This design comes from an exercise in tuning for small area and a short achievable clock period on the open sky130 flow, not from production work. In this exercise RTL edits were held to simulation tests only and were not proved equivalent to the original. No activity file was given, so power comes from the tool's default toggle rates.

== run A ==
==> flow/design.v <==
package mem_pkg;
   typedef logic [6-1:0] sram_addr_t;
   function automatic sram_addr_t ptr_next(input sram_addr_t ptr);
      ptr_next = ptr + 1'b1;
   endfunction
endpackage
package stream_pkg;
   typedef logic [16-1:0] sample_t;
   typedef struct packed
   {
      logic    last;    
      sample_t data;
   } buffer_word_t;
endpackage
`timescale 1ns/1ns
module sram_dual_port
#(
   parameter int address_width = 6
)
(
   input  logic                       sram_clock,
   input  logic                       wr_select,
   input  mem_pkg::sram_addr_t        wr_address,
   input  stream_pkg::buffer_word_t   wr_word,
   input  logic                       rd_select,
   input  mem_pkg::sram_addr_t        rd_address,
   output stream_pkg::buffer_word_t   rd_word      
);
   localparam int depth = 1 << address_width;
   logic [16:0] ram [0:depth-1];
   logic [address_width-1:0] wr_index;
   logic [address_width-1:0] rd_index;
   assign wr_index = wr_address[address_width-1:0];
   assign rd_index = rd_address[address_width-1:0];
   always_ff @(posedge sram_clock)
   begin
      if (wr_select)
      begin
         ram[wr_index] <= wr_word;
      end
   end
   always_ff @(posedge sram_clock)
   begin
      if (rd_select)
      begin
         rd_word <= ram[rd_index];  
      end
   end
endmodule
`timescale 1ns/1ns
module frame_writer
(
   input  logic                 sram_clock,
   input  logic                 rst,
   input  logic                 in_valid,
   input  logic                 in_last,
   input  stream_pkg::sample_t  in_data,
   input  mem_pkg::sram_addr_t  read_ptr,
   output mem_pkg::sram_addr_t  commit_ptr,
   output logic                 frame_dropped,
   output logic                     mem_wr_select,
   output mem_pkg::sram_addr_t      mem_wr_address,
   output stream_pkg::buffer_word_t mem_wr_word
);
   mem_pkg::sram_addr_t   wr_ptr;      
   mem_pkg::sram_addr_t   next_ptr;
   logic         discarding;  
   logic         full;
   logic         accept;
   stream_pkg::buffer_word_t in_word;
   assign next_ptr = mem_pkg::ptr_next(wr_ptr);
   assign full = (next_ptr == read_ptr);
   assign accept = in_valid && !discarding && !full;
   assign in_word.last = in_last;
   assign in_word.data = in_data;
   assign mem_wr_select  = accept;
   assign mem_wr_address = wr_ptr;
   assign mem_wr_word    = in_word;
   always_ff @(posedge sram_clock)
   begin
      if (rst)
      begin
         wr_ptr        <= '0;
         commit_ptr    <= '0;
         discarding    <= 1'b0;
         frame_dropped <= 1'b0;
      end
      else
      begin
         frame_dropped <= 1'b0;
         if (in_valid)
         begin
            if (discarding)
            begin
               if (in_last)
               begin
                  discarding <= 1'b0;  
               end
            end
            else if (full)
            begin
               wr_ptr        <= commit_ptr;
               frame_dropped <= 1'b1;
               discarding    <= !in_last;
            end
            else
            begin
               wr_ptr <= next_ptr;
               if (in_last)
               begin
                  commit_ptr <= next_ptr;  
               end
            end
         end
      end
   end
endmodule
`timescale 1ns/1ns
module frame_reader
(
   input  logic                 sram_clock,
   input  logic                 rst,
   input  logic                 hold,
   input  mem_pkg::sram_addr_t  commit_ptr,
   output mem_pkg::sram_addr_t  read_ptr,
   output logic                 out_valid,
   output logic                 out_last,
   output stream_pkg::sample_t  out_data,
   output logic                     mem_rd_select,
   output mem_pkg::sram_addr_t      mem_rd_address,
   input  stream_pkg::buffer_word_t mem_rd_word
);
   logic fetch;
   logic pending;
   assign pending = (read_ptr != commit_ptr);
   assign fetch = pending && !hold;
   assign mem_rd_select  = fetch;
   assign mem_rd_address = read_ptr;
   always_ff @(posedge sram_clock)
   begin
      if (rst)
      begin
         read_ptr  <= '0;
         out_valid <= 1'b0;
      end
      else
      begin
         out_valid <= fetch;  
         if (fetch)
         begin
            read_ptr <= mem_pkg::ptr_next(read_ptr);
         end
      end
   end
   assign out_data = mem_rd_word.data;
   assign out_last = mem_rd_word.last;
endmodule
`timescale 1ns/1ns
module frame_buffer_top
(
   input  logic                 sram_clock,
   input  logic                 rst,
   input  logic                 in_valid,
   input  logic                 in_last,
   input  logic                 hold,
   input  stream_pkg::sample_t  in_data,
   output logic                 out_valid,
   output logic                 out_last,
   output logic                 frame_dropped,
   output stream_pkg::sample_t  out_data
);
   mem_pkg::sram_addr_t commit_ptr;  
   mem_pkg::sram_addr_t read_ptr;
   logic                     wr_select;
   mem_pkg::sram_addr_t               wr_address;
   stream_pkg::buffer_word_t wr_word;
   logic                     rd_select;
   mem_pkg::sram_addr_t               rd_address;
   stream_pkg::buffer_word_t rd_word;
   frame_writer frame_writer_i
   (
      .sram_clock    (sram_clock),
      .rst           (rst),
      .in_valid      (in_valid),
      .in_last       (in_last),
      .in_data       (in_data),
      .read_ptr      (read_ptr),
      .commit_ptr    (commit_ptr),
      .frame_dropped (frame_dropped),
      .mem_wr_select  (wr_select),
      .mem_wr_address (wr_address),
      .mem_wr_word    (wr_word)
   );
   sram_dual_port
   #(
      .address_width (6)
   )
   sram_dual_port_i
   (
      .sram_clock (sram_clock),
      .wr_select  (wr_select),
      .wr_address (wr_address),
      .wr_word    (wr_word),
      .rd_select  (rd_select),
      .rd_address (rd_address),
      .rd_word    (rd_word)
   );
   frame_reader frame_reader_i
   (
      .sram_clock (sram_clock),
      .rst        (rst),
      .hold       (hold),
      .commit_ptr (commit_ptr),
      .read_ptr   (read_ptr),
      .out_valid  (out_valid),
      .out_last   (out_last),
      .out_data   (out_data),
      .mem_rd_select  (rd_select),
      .mem_rd_address (rd_address),
      .mem_rd_word    (rd_word)
   );
endmodule
Settings: LEC_CHECK=0, CAP_MARGIN=20, CORE_MARGIN=2, CORE_UTILIZATION=40, SLEW_MARGIN=20; clock period 4.0 ns.
run.sh (not shown) runs the stock make flow with config.mk's settings and CLKGATE_MAP_FILE= SYNTH_SCRIPT=/design/flow/synth_recipe.tcl, a recipe that flattens the netlist after the stock synthesis.
Changes in run B relative to run A:
diff --git a/flow/design.v b/flow/design.v
--- a/flow/design.v
+++ b/flow/design.v
@@ -17,36 +17,24 @@
 #(
    parameter int address_width = 6
 )
 (
    input  logic                       sram_clock,
-   input  logic                       wr_select,
    input  mem_pkg::sram_addr_t        wr_address,
    input  stream_pkg::buffer_word_t   wr_word,
-   input  logic                       rd_select,
    input  mem_pkg::sram_addr_t        rd_address,
-   output stream_pkg::buffer_word_t   rd_word      
+   output stream_pkg::buffer_word_t   rd_word
 );
    localparam int depth = 1 << address_width;
    logic [16:0] ram [0:depth-1];
-   logic [address_width-1:0] wr_index;
-   logic [address_width-1:0] rd_index;
-   assign wr_index = wr_address[address_width-1:0];
-   assign rd_index = rd_address[address_width-1:0];
    always_ff @(posedge sram_clock)
    begin
-      if (wr_select)
-      begin
-         ram[wr_index] <= wr_word;
-      end
+      ram[wr_address] <= wr_word;
    end
    always_ff @(posedge sram_clock)
    begin
-      if (rd_select)
-      begin
-         rd_word <= ram[rd_index];  
-      end
+      rd_word <= ram[rd_address];
    end
 endmodule
 `timescale 1ns/1ns
 module frame_writer
 (
@@ -56,26 +44,22 @@
    input  logic                 in_last,
    input  stream_pkg::sample_t  in_data,
    input  mem_pkg::sram_addr_t  read_ptr,
    output mem_pkg::sram_addr_t  commit_ptr,
    output logic                 frame_dropped,
-   output logic                     mem_wr_select,
    output mem_pkg::sram_addr_t      mem_wr_address,
    output stream_pkg::buffer_word_t mem_wr_word
 );
    mem_pkg::sram_addr_t   wr_ptr;      
    mem_pkg::sram_addr_t   next_ptr;
    logic         discarding;  
    logic         full;
-   logic         accept;
    stream_pkg::buffer_word_t in_word;
    assign next_ptr = mem_pkg::ptr_next(wr_ptr);
    assign full = (next_ptr == read_ptr);
-   assign accept = in_valid && !discarding && !full;
    assign in_word.last = in_last;
    assign in_word.data = in_data;
-   assign mem_wr_select  = accept;
    assign mem_wr_address = wr_ptr;
    assign mem_wr_word    = in_word;
    always_ff @(posedge sram_clock)
    begin
       if (rst)
@@ -124,19 +108,17 @@
    input  mem_pkg::sram_addr_t  commit_ptr,
    output mem_pkg::sram_addr_t  read_ptr,
    output logic                 out_valid,
    output logic                 out_last,
    output stream_pkg::sample_t  out_data,
-   output logic                     mem_rd_select,
    output mem_pkg::sram_addr_t      mem_rd_address,
    input  stream_pkg::buffer_word_t mem_rd_word
 );
    logic fetch;
    logic pending;
    assign pending = (read_ptr != commit_ptr);
    assign fetch = pending && !hold;
-   assign mem_rd_select  = fetch;
    assign mem_rd_address = read_ptr;
    always_ff @(posedge sram_clock)
    begin
       if (rst)
       begin
@@ -169,14 +151,12 @@
    output logic                 frame_dropped,
    output stream_pkg::sample_t  out_data
 );
    mem_pkg::sram_addr_t commit_ptr;  
    mem_pkg::sram_addr_t read_ptr;
-   logic                     wr_select;
    mem_pkg::sram_addr_t               wr_address;
    stream_pkg::buffer_word_t wr_word;
-   logic                     rd_select;
    mem_pkg::sram_addr_t               rd_address;
    stream_pkg::buffer_word_t rd_word;
    frame_writer frame_writer_i
    (
       .sram_clock    (sram_clock),
@@ -185,25 +165,22 @@
       .in_last       (in_last),
       .in_data       (in_data),
       .read_ptr      (read_ptr),
       .commit_ptr    (commit_ptr),
       .frame_dropped (frame_dropped),
-      .mem_wr_select  (wr_select),
       .mem_wr_address (wr_address),
       .mem_wr_word    (wr_word)
    );
    sram_dual_port
    #(
       .address_width (6)
    )
    sram_dual_port_i
    (
       .sram_clock (sram_clock),
-      .wr_select  (wr_select),
       .wr_address (wr_address),
       .wr_word    (wr_word),
-      .rd_select  (rd_select),
       .rd_address (rd_address),
       .rd_word    (rd_word)
    );
    frame_reader frame_reader_i
    (
@@ -213,10 +190,9 @@
       .commit_ptr (commit_ptr),
       .read_ptr   (read_ptr),
       .out_valid  (out_valid),
       .out_last   (out_last),
       .out_data   (out_data),
-      .mem_rd_select  (rd_select),
       .mem_rd_address (rd_address),
       .mem_rd_word    (rd_word)
    );
 endmodule
No stage failed in run B, and the final checks on the layout all came back clean.
From run A to run B the numbers moved as follows: share of power burned in the clock network up 3.0 points, setup slack up 0.55 ns, met3 track utilization from global routing down 0.95 points.
Clock power up about 7% in run B wrt run A
According to the power report, total power for run B is lower than for run A.
Compared to run A, run B has period utilization 14 points lower.
Diff run A -> run B: met2 track utilization from global routing has increased, core utilization increased by 0.16 points relative to the old numbers, sequential share of cell area decreased 0.66 points, net switching power went down by 6.6%.

========
## JK
Another version of the RTL of frame_buffer_top (not shown whole).
For scale: about 1100 flip-flops, ~40 I/O pins, about 0.042 mm2 of cells after synthesis.
==> module sram_dual_port, before the edit <==
module sram_dual_port
#(
   parameter int address_width = 6
)
(
   input  logic                       sram_clock,
   input  mem_pkg::sram_addr_t        wr_address,
   input  stream_pkg::buffer_word_t   wr_word,
   input  logic [7:0]                 rd_lo,    
   input  logic [7:0]                 rd_hi,    
   output stream_pkg::buffer_word_t   rd_word
);
   localparam int depth = 1 << address_width;
   logic [16:0] ram [0:depth-1];
   always_ff @(posedge sram_clock)
   begin
      ram[wr_address] <= wr_word;
   end
   logic [16:0] rd_next;
   always_comb
   begin
      rd_next = '0;
      for (int i = 0; i < depth; i++)
      begin
         rd_next = rd_next | (ram[i] & {(16+1){rd_hi[i/8] & rd_lo[i%8]}});
      end
   end
   always_ff @(posedge sram_clock)
   begin
      rd_word <= rd_next;
   end
endmodule
==> module frame_reader, before the edit <==
module frame_reader
(
   input  logic                 sram_clock,
   input  logic                 rst,
   input  logic                 hold,
   input  mem_pkg::sram_addr_t  commit_ptr,
   output mem_pkg::sram_addr_t  read_ptr,
   output logic                 out_valid,
   output logic                 out_last,
   output stream_pkg::sample_t  out_data,
   output logic [7:0]           mem_rd_lo,
   output logic [7:0]           mem_rd_hi,
   input  stream_pkg::buffer_word_t mem_rd_word
);
   logic fetch;
   logic pending;
   assign pending = (read_ptr != commit_ptr);
   assign fetch = pending && !hold;
   always_ff @(posedge sram_clock)
   begin
      if (rst)
      begin
         read_ptr  <= '0;
         mem_rd_lo <= 8'b0000_0001;
         mem_rd_hi <= 8'b0000_0001;
         out_valid <= 1'b0;
      end
      else
      begin
         out_valid <= fetch;  
         if (fetch)
         begin
            read_ptr  <= mem_pkg::ptr_next(read_ptr);
            mem_rd_lo <= {mem_rd_lo[6:0], mem_rd_lo[7]};
            if (mem_rd_lo[7])
            begin
               mem_rd_hi <= {mem_rd_hi[6:0], mem_rd_hi[7]};
            end
         end
      end
   end
   assign out_data = mem_rd_word.data;
   assign out_last = mem_rd_word.last;
endmodule
==> module frame_buffer_top, before the edit <==
module frame_buffer_top
(
   input  logic                 sram_clock,
   input  logic                 rst,
   input  logic                 in_valid,
   input  logic                 in_last,
   input  logic                 hold,
   input  stream_pkg::sample_t  in_data,
   output logic                 out_valid,
   output logic                 out_last,
   output logic                 frame_dropped,
   output stream_pkg::sample_t  out_data
);
   mem_pkg::sram_addr_t commit_ptr;  
   mem_pkg::sram_addr_t read_ptr;
   mem_pkg::sram_addr_t               wr_address;
   stream_pkg::buffer_word_t wr_word;
   logic [7:0]               rd_lo;
   logic [7:0]               rd_hi;
   stream_pkg::buffer_word_t rd_word;
   frame_writer frame_writer_i
   (
      .sram_clock    (sram_clock),
      .rst           (rst),
      .in_valid      (in_valid),
      .in_last       (in_last),
      .in_data       (in_data),
      .read_ptr      (read_ptr),
      .commit_ptr    (commit_ptr),
      .frame_dropped (frame_dropped),
      .mem_wr_address (wr_address),
      .mem_wr_word    (wr_word)
   );
   sram_dual_port
   #(
      .address_width (6)
   )
   sram_dual_port_i
   (
      .sram_clock (sram_clock),
      .wr_address (wr_address),
      .wr_word    (wr_word),
      .rd_lo      (rd_lo),
      .rd_hi      (rd_hi),
      .rd_word    (rd_word)
   );
   frame_reader frame_reader_i
   (
      .sram_clock (sram_clock),
      .rst        (rst),
      .hold       (hold),
      .commit_ptr (commit_ptr),
      .read_ptr   (read_ptr),
      .out_valid  (out_valid),
      .out_last   (out_last),
      .out_data   (out_data),
      .mem_rd_lo      (rd_lo),
      .mem_rd_hi      (rd_hi),
      .mem_rd_word    (rd_word)
   );
endmodule
clock: 4.0 ns
lec_check: 0
abc_area: 1
cap_margin: 20
core_margin: 2
core_utilization: 55
cts_cluster_diameter: 60
cts_cluster_size: 30
setup_slack_margin: 2.0
slew_margin: 20
JK did not stop at any stage, and its layout met the timing, DRC and antenna checks.
diff inputs: JK => AL
==> flow/design.v, changed modules only <==
module sram_dual_port
#(
   parameter int address_width = 6
)
(
   input  logic                       sram_clock,
   input  mem_pkg::sram_addr_t        wr_address,
   input  stream_pkg::buffer_word_t   wr_word,
   input  mem_pkg::sram_addr_t        rd_address,
   output stream_pkg::buffer_word_t   rd_word
);
   localparam int depth = 1 << address_width;
   logic [16:0] ram [0:depth-1];
   always_ff @(posedge sram_clock)
   begin
      ram[wr_address] <= wr_word;
   end
   always_ff @(posedge sram_clock)
   begin
      rd_word <= ram[rd_address];
   end
endmodule
module frame_reader
(
   input  logic                 sram_clock,
   input  logic                 rst,
   input  logic                 hold,
   input  mem_pkg::sram_addr_t  commit_ptr,
   output mem_pkg::sram_addr_t  read_ptr,
   output logic                 out_valid,
   output logic                 out_last,
   output stream_pkg::sample_t  out_data,
   output mem_pkg::sram_addr_t      mem_rd_address,
   input  stream_pkg::buffer_word_t mem_rd_word
);
   logic fetch;
   logic pending;
   assign pending = (read_ptr != commit_ptr);
   assign fetch = pending && !hold;
   assign mem_rd_address = read_ptr;
   always_ff @(posedge sram_clock)
   begin
      if (rst)
      begin
         read_ptr  <= '0;
         out_valid <= 1'b0;
      end
      else
      begin
         out_valid <= fetch;  
         if (fetch)
         begin
            read_ptr <= mem_pkg::ptr_next(read_ptr);
         end
      end
   end
   assign out_data = mem_rd_word.data;
   assign out_last = mem_rd_word.last;
endmodule
module frame_buffer_top
(
   input  logic                 sram_clock,
   input  logic                 rst,
   input  logic                 in_valid,
   input  logic                 in_last,
   input  logic                 hold,
   input  stream_pkg::sample_t  in_data,
   output logic                 out_valid,
   output logic                 out_last,
   output logic                 frame_dropped,
   output stream_pkg::sample_t  out_data
);
   mem_pkg::sram_addr_t commit_ptr;  
   mem_pkg::sram_addr_t read_ptr;
   mem_pkg::sram_addr_t               wr_address;
   stream_pkg::buffer_word_t wr_word;
   mem_pkg::sram_addr_t               rd_address;
   stream_pkg::buffer_word_t rd_word;
   frame_writer frame_writer_i
   (
      .sram_clock    (sram_clock),
      .rst           (rst),
      .in_valid      (in_valid),
      .in_last       (in_last),
      .in_data       (in_data),
      .read_ptr      (read_ptr),
      .commit_ptr    (commit_ptr),
      .frame_dropped (frame_dropped),
      .mem_wr_address (wr_address),
      .mem_wr_word    (wr_word)
   );
   sram_dual_port
   #(
      .address_width (6)
   )
   sram_dual_port_i
   (
      .sram_clock (sram_clock),
      .wr_address (wr_address),
      .wr_word    (wr_word),
      .rd_address (rd_address),
      .rd_word    (rd_word)
   );
   frame_reader frame_reader_i
   (
      .sram_clock (sram_clock),
      .rst        (rst),
      .hold       (hold),
      .commit_ptr (commit_ptr),
      .read_ptr   (read_ptr),
      .out_valid  (out_valid),
      .out_last   (out_last),
      .out_data   (out_data),
      .mem_rd_address (rd_address),
      .mem_rd_word    (rd_word)
   );
endmodule
### Flow results
- AL finished every step from synthesis to the final layout, and the layout passed the timing, DRC and antenna checks.
- Per the comparison of AL with JK, tightest slew margin relative to the limit picked up an extra 8.6 points, wire length lost 33000 um, sequential share of the synthesized area lost 4.3 points, fraction of the mapped netlist area in compound gates picked up an extra 7.7 points.
- Diff JK -> AL | non-clock inverter instance count of the final layout | down by more than half
- On AL: path length in cells of the critical path is 3 higher than what JK gave.
- AL vs. JK: flip-flop and latch area -1.1%; portion of the layout cell area used by clock cells -0.24 points.

==> separate check: timing with driven ports <==
In the flow no input, the clock included, has a driving cell. The finished layouts below were timed again as built, in two steps.
Step 1 (the two cells are an assumption about what drives the block):
set clk [get_ports {sram_clock}]
set_driving_cell -lib_cell sky130_fd_sc_hd__clkbuf_16 $clk
set_driving_cell -lib_cell sky130_fd_sc_hd__buf_2 [delete_from_list [all_inputs] $clk]
Step 2 moves the port delays by t, midway between the first and last clock arrival at a register: inputs arrive t later, outputs are due t later. That takes back most of the time a late clock gives input paths.
Slacks: no drivers / after step 1 / after step 2; pairs: no drivers / after step 1.
run | shift t [ns] | setup slack, ns | worst setup path after step 2 | clock arrival spread, ns | cell pins on the clock port's net
run A | 0.746 | 0.237 / 0.237 / 0.237 | register to register | 0.035 / 0.035 | 1
run B | 0.756 | 0.783 / 0.783 / 0.783 | register to register | 0.023 / 0.023 | 1
JK | 0.723 | 1.853 / 1.853 / 1.519 | input to register | 0.038 / 0.038 | 1
AL | 0.723 | 1.769 / 1.769 / 1.542 | input to register | 0.036 / 0.036 | 1
After both steps setup and hold are still met in every run listed. For JK, which loses most, drivers alone change the setup slack by 0.000 ns; drivers and shift together by -0.334 ns.
